From an optimization exercise on the open Yosys and OpenROAD flow, aimed at small area; shortcuts taken in it are not production practice.
In this exercise RTL edits were held to simulation tests only and were not proved equivalent to the original.
No activity file was given, so power comes from the tool's default toggle rates.

Setup of v6:
// bomber_top
module bomber_top
(
	input  logic        clk,
	input  logic        rst,
	input  logic [11:0] paddr_i,
	input  logic        psel_i,
	input  logic        penable_i,
	input  logic        pwrite_i,
	input  logic [31:0] pwdata_i,
	output logic [31:0] prdata_o,
	output logic        pready_o,
	output logic        pslverr_o
);
Size: roughly 1300 cells after synthesis, roughly 160 flip-flops, ~83 I/O pins.
Settings: LEC_CHECK=0, ABC_AREA=1, CAP_MARGIN=5, CORE_MARGIN=2, CORE_UTILIZATION=30, CTS_BUF_LIST=sky130_fd_sc_hd__clkbuf_8, SLEW_MARGIN=5; clock period 12.0 ns.
standard.sh (not shown) runs the stock make flow with config.mk's settings and CLKGATE_MAP_FILE= SYNTH_SCRIPT=/design/flow/synth_recipe.tcl, a recipe that flattens the netlist after the stock synthesis.
==> flow/flow/run.sh <==
#!/bin/bash
set -euo pipefail
here=$(pwd)
{
	head -n 1 synth_recipe.tcl
	cat <<EOT
proc extract_fa {args} { }
proc abc {args} {
  set i [lsearch \$args -script]
  if {\$i >= 0} { set args [lreplace \$args \$i [expr {\$i + 1}] -script $here/flow/area.abc] }
  yosys abc {*}\$args
}
EOT
	tail -n +2 synth_recipe.tcl
} > area_synth.tcl
sed "s#SYNTH_SCRIPT=[^ ]*#SYNTH_SCRIPT=$here/area_synth.tcl#" standard.sh > area_standard.sh
grep -q "SYNTH_SCRIPT=$here/area_synth.tcl" area_standard.sh
export BUFFER_PORTS_ARGS="-buffer_cell sky130_fd_sc_hd__buf_1"
export CTS_ARGS="-sink_clustering_enable -repair_clock_nets -buf_list sky130_fd_sc_hd__clkbuf_8 -dont_use_dummy_load"
bash area_standard.sh > flow.log 2>&1
==> flow/flow/area.abc <==
strash
&get -n
&fraig -x
&put
scorr
dc2
strash
&get -n
&deepsyn -T 120
&put
strash
&get -n
&dch -f
&nf -R 1000 -p
&put
strash
&get -n
&dch -f
&nf -R 1000 -p
&put
strash
&get -n
&dch -f
&nf -R 1000 -p
&put
Changes in v7 relative to v6:
--- a/flow/design.v
+++ b/flow/design.v
@@ -36,21 +36,20 @@
 	function automatic logic [2:0] flip(input logic [2:0] c);
 		flip = {c[2:1], c[0] ^ c[2]};
 	endfunction
 	function automatic logic dec(input logic [2:0] c, input logic [3:0] open);
 		dec = (c == R_NEAR) || (c[2] && open[c[1:0]]);
 	endfunction
 	logic       cmd_v;
 	logic       cmd_sel;
 	logic [2:0] cmd_op;
 	logic       breq;
-	logic       bsel;
 	logic [3:0] pr [2];
 	logic [3:0] pc [2];
 	logic       dead [2];
 	logic [1:0] dcnt [2];
 	logic [2:0] tm_hi [4];
 	logic [3:0] tm_lo [4];
 	logic [6:0] tm [4];
 	always_comb for (int j = 0; j < 4; j++) tm[j] = {tm_hi[j], tm_lo[j]};
 	logic [3:0] sr [4];
 	logic [3:0] sc [4];
@@ -161,23 +160,23 @@
 	always_ff @(posedge clk or posedge rst) begin
 		if (rst) begin
 			cmd_v <= 1'b0;
 			breq  <= 1'b0;
 		end else begin
 			cmd_v <= wr_cmd;
 			breq  <= cmd_v & !sel_dead & drop_ok;
 		end
 	end
 	always_ff @(posedge clk) begin
-		cmd_op  <= pwdata_i[2:0];
-		cmd_sel <= pwdata_i[4];
-		bsel    <= cmd_sel;
+		cmd_op <= pwdata_i[2:0];
+		if (wr_cmd)
+			cmd_sel <= pwdata_i[4];
 	end
 	logic p_inb [2];
 	always_comb begin
 		for (int p = 0; p < 2; p++) begin
 			p_inb[p] = 1'b0;
 			for (int j = 0; j < 4; j++)
 				p_inb[p] = p_inb[p] | (vis[j] & dec(pcode[p][j], open[j]));
 		end
 	end
 	always_ff @(posedge clk or posedge rst) begin
@@ -205,24 +204,24 @@
 				else if (dcnt[p] != 2'd3)
 					dcnt[p] <= dcnt[p] + 2'd1;
 			end
 		end
 	end
 	logic [2:0] ppcode;
 	assign ppcode = rel(pr[1] - pr[0], pc[1] - pc[0], pr[1][0], pc[1][0]);
 	logic grant [4];
 	logic chain [4];
 	always_comb begin
-		grant[0] = breq & !bsel & idle[0];
-		grant[1] = breq & !bsel & !idle[0] & idle[1];
-		grant[2] = breq &  bsel & idle[2];
-		grant[3] = breq &  bsel & !idle[2] & idle[3];
+		grant[0] = breq & !cmd_sel & idle[0];
+		grant[1] = breq & !cmd_sel & !idle[0] & idle[1];
+		grant[2] = breq &  cmd_sel & idle[2];
+		grant[3] = breq &  cmd_sel & !idle[2] & idle[3];
 		for (int i = 0; i < 4; i++)
 			chain[i] = 1'b0;
 		for (int i = 0; i < 4; i++) begin
 			for (int j = i + 1; j < 4; j++) begin
 				chain[i] = chain[i] | (vis[j] & dec(ccode[i][j], open[j]));
 				chain[j] = chain[j] | (vis[i] & dec(flip(ccode[i][j]), open[i]));
 			end
 		end
 	end
 	logic [6:0] tm_d [4];
@@ -247,22 +246,22 @@
 				tm_hi[j] <= tm_d[j][6:4];
 		end
 	end
 	always_ff @(posedge clk) begin
 		for (int j = 0; j < 4; j++)
 			tm_lo[j] <= tm_d[j][3:0];
 	end
 	always_ff @(posedge clk) begin
 		for (int j = 0; j < 4; j++) begin
 			if (grant[j]) begin
-				sr[j] <= bsel ? pr[1] : pr[0];
-				sc[j] <= bsel ? pc[1] : pc[0];
+				sr[j] <= cmd_sel ? pr[1] : pr[0];
+				sc[j] <= cmd_sel ? pc[1] : pc[0];
 			end
 			if (!vis[j]) begin
 				sbh[j] <= ((sc[j] == 4'd4 || sc[j] == 4'd6) && |(rowhot[j] & {box5[4], 1'b0, box5[3], 1'b0, box5[2], 1'b0, box5[1], 1'b0, box5[0]})) ||
 				          ((sc[j] == 4'd5 || sc[j] == 4'd7) && |(rowhot[j] & box6));
 				sbu[j] <= (sc[j] == 4'd6) && |(rowhot[j][8:1] & box6[7:0]);
 				sbd[j] <= (sc[j] == 4'd6) && |(rowhot[j][7:0] & box6[8:1]);
 			end
 		end
 		for (int p = 0; p < 2; p++)
 			for (int j = 0; j < 4; j++) begin
[summary]
v7 finished every step from synthesis to the final layout, and the layout passed the timing, DRC and antenna checks.
Global-route wire length before repair, v6 and v7: higher on v6
Of v6 and v7, the run reporting the lower via count was v7.
From v6 to v7 the numbers moved as follows: total die area now smaller, number of signal-net inverters in the final layout shows an increase of 7.
On v7: biggest cell delay along the critical path is 20 ps lower than what v6 gave.
Compared with v6, v7 shows count of state elements after synthesis lower by 0.64%.
Of v6 and v7, v6 shows the lower period utilization, with v7 above it.
Compared v7 vs v6, and total number of nets in the final design is down in v7.
Per the comparison of v7 with v6, number of cell instances on the worst register-to-register path shrank by 17%, clock distribution area overhead in the final layout now sits at about the same level.
Delta (v7 minus v6): synthesized area decreased 180 um^2, setup slack -49 ps, gate count after technology mapping now smaller, clock power held.

==> separate check: timing with driven ports <==
Ports are ideal in the flow. The routed layouts listed here were re-timed in OpenROAD.
Step 1 assumes that a clkbuf_16 drives the clock port and a buf_2 every other input.
Step 2, shift: input delay + t, output delay - t, t = (earliest + latest rising clock arrival at the registers) / 2. This alone moves slack from input paths to output paths.
a / b / c = no drivers / after step 1 / after step 2; a / b = the first two.
| run | shift t [ns] | setup slack, ns | worst setup path at the end | slew at the worst register clock pin (ns) |
|---|---|---|---|---|
| v6 | 0.516 | 2.181 / 2.160 / 2.160 | input to output | 0.12 / 0.12 |
| v7 | 0.508 | 2.131 / 2.111 / 2.111 | input to output | 0.10 / 0.10 |
After both steps every run listed still meets setup and hold. The setup slack of v6, which loses most, moves by -0.021 ns with the drivers and by -0.021 ns with both steps.
